This is an optimization exercise on Yosys and OpenROAD, whose aim is small area, not a production implementation.
At most, simulation tests tie the RTL to the original design; equivalence was not proved.
Power is estimated from default activity; no workload was simulated.

main:
## tunnel_wall_gen
module tunnel_wall_gen (
    input  logic       clock,
    input  logic       rst,
    input  logic [9:0] Pixel_row,
    input  logic [9:0] Pixel_column,
    input  logic       run,
    input  logic [1:0] speed,
    input  logic [7:0] randomized_value,
    output logic [1:0] wall,
    output logic [7:0] probe_left,
    output logic [7:0] probe_right,
    output logic       ready
);
For scale: about 52 I/O pins, roughly 16000 µm² of cells after synthesis.
Settings: LEC_CHECK=0, CAP_MARGIN=20, CORE_MARGIN=2, CORE_UTILIZATION=40, CTS_BUF_LIST=sky130_fd_sc_hd__clkbuf_8, CTS_CLUSTER_DIAMETER=60, CTS_CLUSTER_SIZE=16, GPL_TIMING_DRIVEN=0, SLEW_MARGIN=20; clock period 8.0 ns.
run.sh (not shown) runs the stock make flow with config.mk's settings and CLKGATE_MAP_FILE= SYNTH_SCRIPT=/design/flow/synth_recipe.tcl, a recipe that flattens the netlist after the stock synthesis.
#### Input delta (the feature branch over main)
Settings: GPL_TIMING_DRIVEN: 0 -> unset.
Findings:
Compared to main, the feature branch has number of DRC markers in iteration 0 158 lower. Sort the feature branch and main by pre-CTS worst setup slack desc -> top: the feature branch. The feature branch completed every stage of the flow, and the final layout passed the timing, DRC and antenna checks. There was hardly any difference in flip-flop and latch count between the feature branch and main. The feature branch vs main, instance count: the feature branch higher. The feature branch: largest clock skew in the final design 0.0054 ns above main. As far as die area goes, main and the feature branch are indistinguishable; the numbers are identical. Setup slack: the feature branch more than main.

========
== lane 3 ==
Another version of the RTL of tunnel_wall_gen (not shown whole).
Size: ~2100 cells after synthesis, about 52 I/O pins, ~17000 um^2 of cells after synthesis.
==> flow/config.mk <==
export PLATFORM = sky130hd
export DESIGN_NAME = tunnel_wall_gen
export DESIGN_NICKNAME = tunnel_wall_gen
export VERILOG_FILES = /design/flow/design.v
export SDC_FILE = /design/flow/constraint.sdc
export NUM_CORES = 4
export LEC_CHECK = 0
export ABC_AREA = 1
export CAP_MARGIN = 20
export CORE_MARGIN = 2
export CORE_UTILIZATION = 40
export CTS_BUF_LIST = sky130_fd_sc_hd__clkbuf_8
export CTS_CLUSTER_DIAMETER = 60
export CTS_CLUSTER_SIZE = 16
export GPL_TIMING_DRIVEN = 0
export SLEW_MARGIN = 20
==> flow/constraint.sdc <==
create_clock -name core_clock -period 8.0 [get_ports {clock}]
set_input_delay 1.6000 -clock core_clock [delete_from_list [all_inputs] [get_ports {clock}]]
set_output_delay 1.6000 -clock core_clock [all_outputs]
set_load 0.01 [all_outputs]
standard.sh (not shown) runs the stock make flow with config.mk's settings and CLKGATE_MAP_FILE= SYNTH_SCRIPT=/design/flow/synth_recipe.tcl, a recipe that flattens the netlist after the stock synthesis.
==> flow/flow/run.sh <==
#!/bin/bash
# The standard layout, with the port buffers made of the smallest buffer
# cell (sky130_fd_sc_hd__buf_1) instead of the delay buffer that
# buffer_ports picks by default. Everything else is standard.sh unchanged.
set -euo pipefail
export BUFFER_PORTS_ARGS="-buffer_cell sky130_fd_sc_hd__buf_1"
bash standard.sh > flow_standard.log 2>&1
### lane 3 -> lane 5
- removing ABC_AREA (formerly 1)
- changing CORE_UTILIZATION from 40 to 70
--- outcome ---
All of lane 5 and lane 3 finish clean.
Of lane 5 and lane 3, the higher parity-gate share of the synthesized area counting xor and xnor cells belongs to lane 5.
Lane 5 ended with less total power consumption of the routed design than lane 3.
Design area is higher on lane 3
Number of well taps, lane 5 and lane 3: lower on lane 5
A main combinational cell family by area after synthesis of compound AO/OA/AOI/OAI gates is what lane 5 shows, while simple AND/OR/NAND/NOR gates belongs to lane 3.
Compare lane 5 and lane 3 | post-synthesis net count lower: lane 5
Total detailed-routing wirelength, lane 5 and lane 3, lower one = lane 5.
Function was not checked in any run of this note: the RTL went through the layout flow alone.

========
tunnel_wall_gen, a different RTL version from the one above (not shown whole).
Size: ~1,600 cells after synthesis, roughly 350 flip-flops, about 52 I/O pins, roughly 16,000 um^2 of cells after synthesis.
==> flow/config.mk <==
export PLATFORM = sky130hd
export DESIGN_NAME = tunnel_wall_gen
export DESIGN_NICKNAME = tunnel_wall_gen
export VERILOG_FILES = /design/flow/design.v
export SDC_FILE = /design/flow/constraint.sdc
export NUM_CORES = 4
export LEC_CHECK = 0
export CAP_MARGIN = 20
export CORE_MARGIN = 2
export CORE_UTILIZATION = 60
export CTS_BUF_LIST = sky130_fd_sc_hd__clkbuf_4
export CTS_CLUSTER_DIAMETER = 40
export CTS_CLUSTER_SIZE = 10
export GPL_TIMING_DRIVEN = 0
export SLEW_MARGIN = 20
==> flow/constraint.sdc <==
create_clock -name core_clock -period 8.0 [get_ports {clock}]
set_input_delay 1.6000 -clock core_clock [delete_from_list [all_inputs] [get_ports {clock}]]
set_output_delay 1.6000 -clock core_clock [all_outputs]
set_load 0.01 [all_outputs]
Scripts as last shown in full above: flow/flow/run.sh
The first run finished clean.
Rerun with:
--- a/flow/config.mk
+++ b/flow/config.mk
@@ -9,7 +9,7 @@
 export CORE_MARGIN = 2
 export CORE_UTILIZATION = 60
-export CTS_BUF_LIST = sky130_fd_sc_hd__clkbuf_4
-export CTS_CLUSTER_DIAMETER = 40
-export CTS_CLUSTER_SIZE = 10
+export CTS_BUF_LIST = sky130_fd_sc_hd__clkbuf_8
+export CTS_CLUSTER_DIAMETER = 60
+export CTS_CLUSTER_SIZE = 16
 export GPL_TIMING_DRIVEN = 0
 export SLEW_MARGIN = 20
The new run finished clean.
Core utilization hardly moves.
Sequential power barely changes.
Synthesized area stays the same.

========
build 16:
tunnel_wall_gen with an RTL version that a note above also has.
Size: roughly 1500 cells after synthesis, ~350 flip-flops, roughly 52 I/O pins, ~16000 µm² of cells after synthesis.
export LEC_CHECK = 0
export CAP_MARGIN = 20
export CORE_MARGIN = 2
export CORE_UTILIZATION = 50
export CTS_BUF_LIST = sky130_fd_sc_hd__clkbuf_8
export CTS_CLUSTER_DIAMETER = 50
export CTS_CLUSTER_SIZE = 18
export GPL_TIMING_DRIVEN = 0
export SLEW_MARGIN = 20
create_clock -name core_clock -period 8.0 [get_ports {clock}]
Scripts as last shown in full above: flow/flow/run.sh
Here is what was changed in the inputs of build 97 compared with build 16.
Settings: a change of CTS_CLUSTER_DIAMETER from 50 to 60; a change of CTS_CLUSTER_SIZE from 18 to 16; a change of CORE_UTILIZATION from 50 to 80.
Notes after the runs:
- Changes observed in build 97 relative to build 16: estimated wirelength of the detail-placed design went up 0.60%; number of sinks on the clock net did not really move; area growth from synthesis to layout went down by 2.9 points.
- Build 97 vs build 16: ratio of routed vias to standard cells up
- The total wirelength of the detailed-routed design number comes out lower for build 16 vs build 97.
- On number of buffers added by the clock tree synthesis step: between build 16 and build 97, it ends up lower for build 97.
The following lists how build 91 was set up differently from build 97:
Settings: CORE_UTILIZATION changed from 80 to 60.
Results
Going from build 97 to build 91, clock buffer count in the final layout moved up, die outline height moved up, clock share of power moved up. From build 97 to build 91 the numbers moved as follows: post-layout total power saw little to no change; area added between synthesis and finish saw an increase. Of the two values seen for destination of the critical timing path, ndn_q[0]$_DFF_P_ was produced by build 97 and dcol_q[7]$_DFF_P_ by build 91. Taking build 97 as the reference, in build 91 routed metal-1 wirelength higher, routed wire length lost 5.2%.
No functional check of the RTL was part of any run of this note.

separate check: timing with driven ports:
The results above use ideal ports. As a check the final layouts listed here were re-extracted and re-timed, cells and wires unchanged. Step 1 sets driving cells, clkbuf_16 on the clock port and buf_2 on the other inputs (assumed; they add their load-dependent delay and slew). Step 2 moves the port delays by t, midway between the first and last clock arrival at a register: inputs arrive t later, outputs are due t later. That takes back most of the time a late clock gives input paths. a / b / c = ideal ports / drivers / drivers and shift; a / b = the first two.
run | t (ns) | setup slack, ns | slew at the worst register clock pin (ns)
main | 0.637 | 0.281 / 0.295 / -0.342 | 0.11 / 0.11
the feature branch | 0.661 | 0.369 / 0.385 / -0.275 | 0.10 / 0.10
lane 3 | 0.683 | 2.119 / 2.111 / 1.428 | 0.10 / 0.10
lane 5 | 0.671 | 1.549 / 1.575 / 0.904 | 0.10 / 0.10
the first run of note 3 | 0.736 | 1.301 / 1.301 / 0.703 | 0.11 / 0.11
the second run of note 3 | 0.651 | 1.254 / 1.254 / 0.680 | 0.10 / 0.10
build 16 | 0.623 | 1.487 / 1.512 / 0.889 | 0.11 / 0.11
build 97 | 0.637 | 1.493 / 1.513 / 0.876 | 0.11 / 0.11
build 91 | 0.643 | 1.504 / 1.523 / 0.880 | 0.11 / 0.11
Met with ideal ports but missed after step 2: setup timing in main and the feature branch. The setup slack of lane 3, which loses most, moves by -0.008 ns with the drivers and by -0.691 ns with both steps.
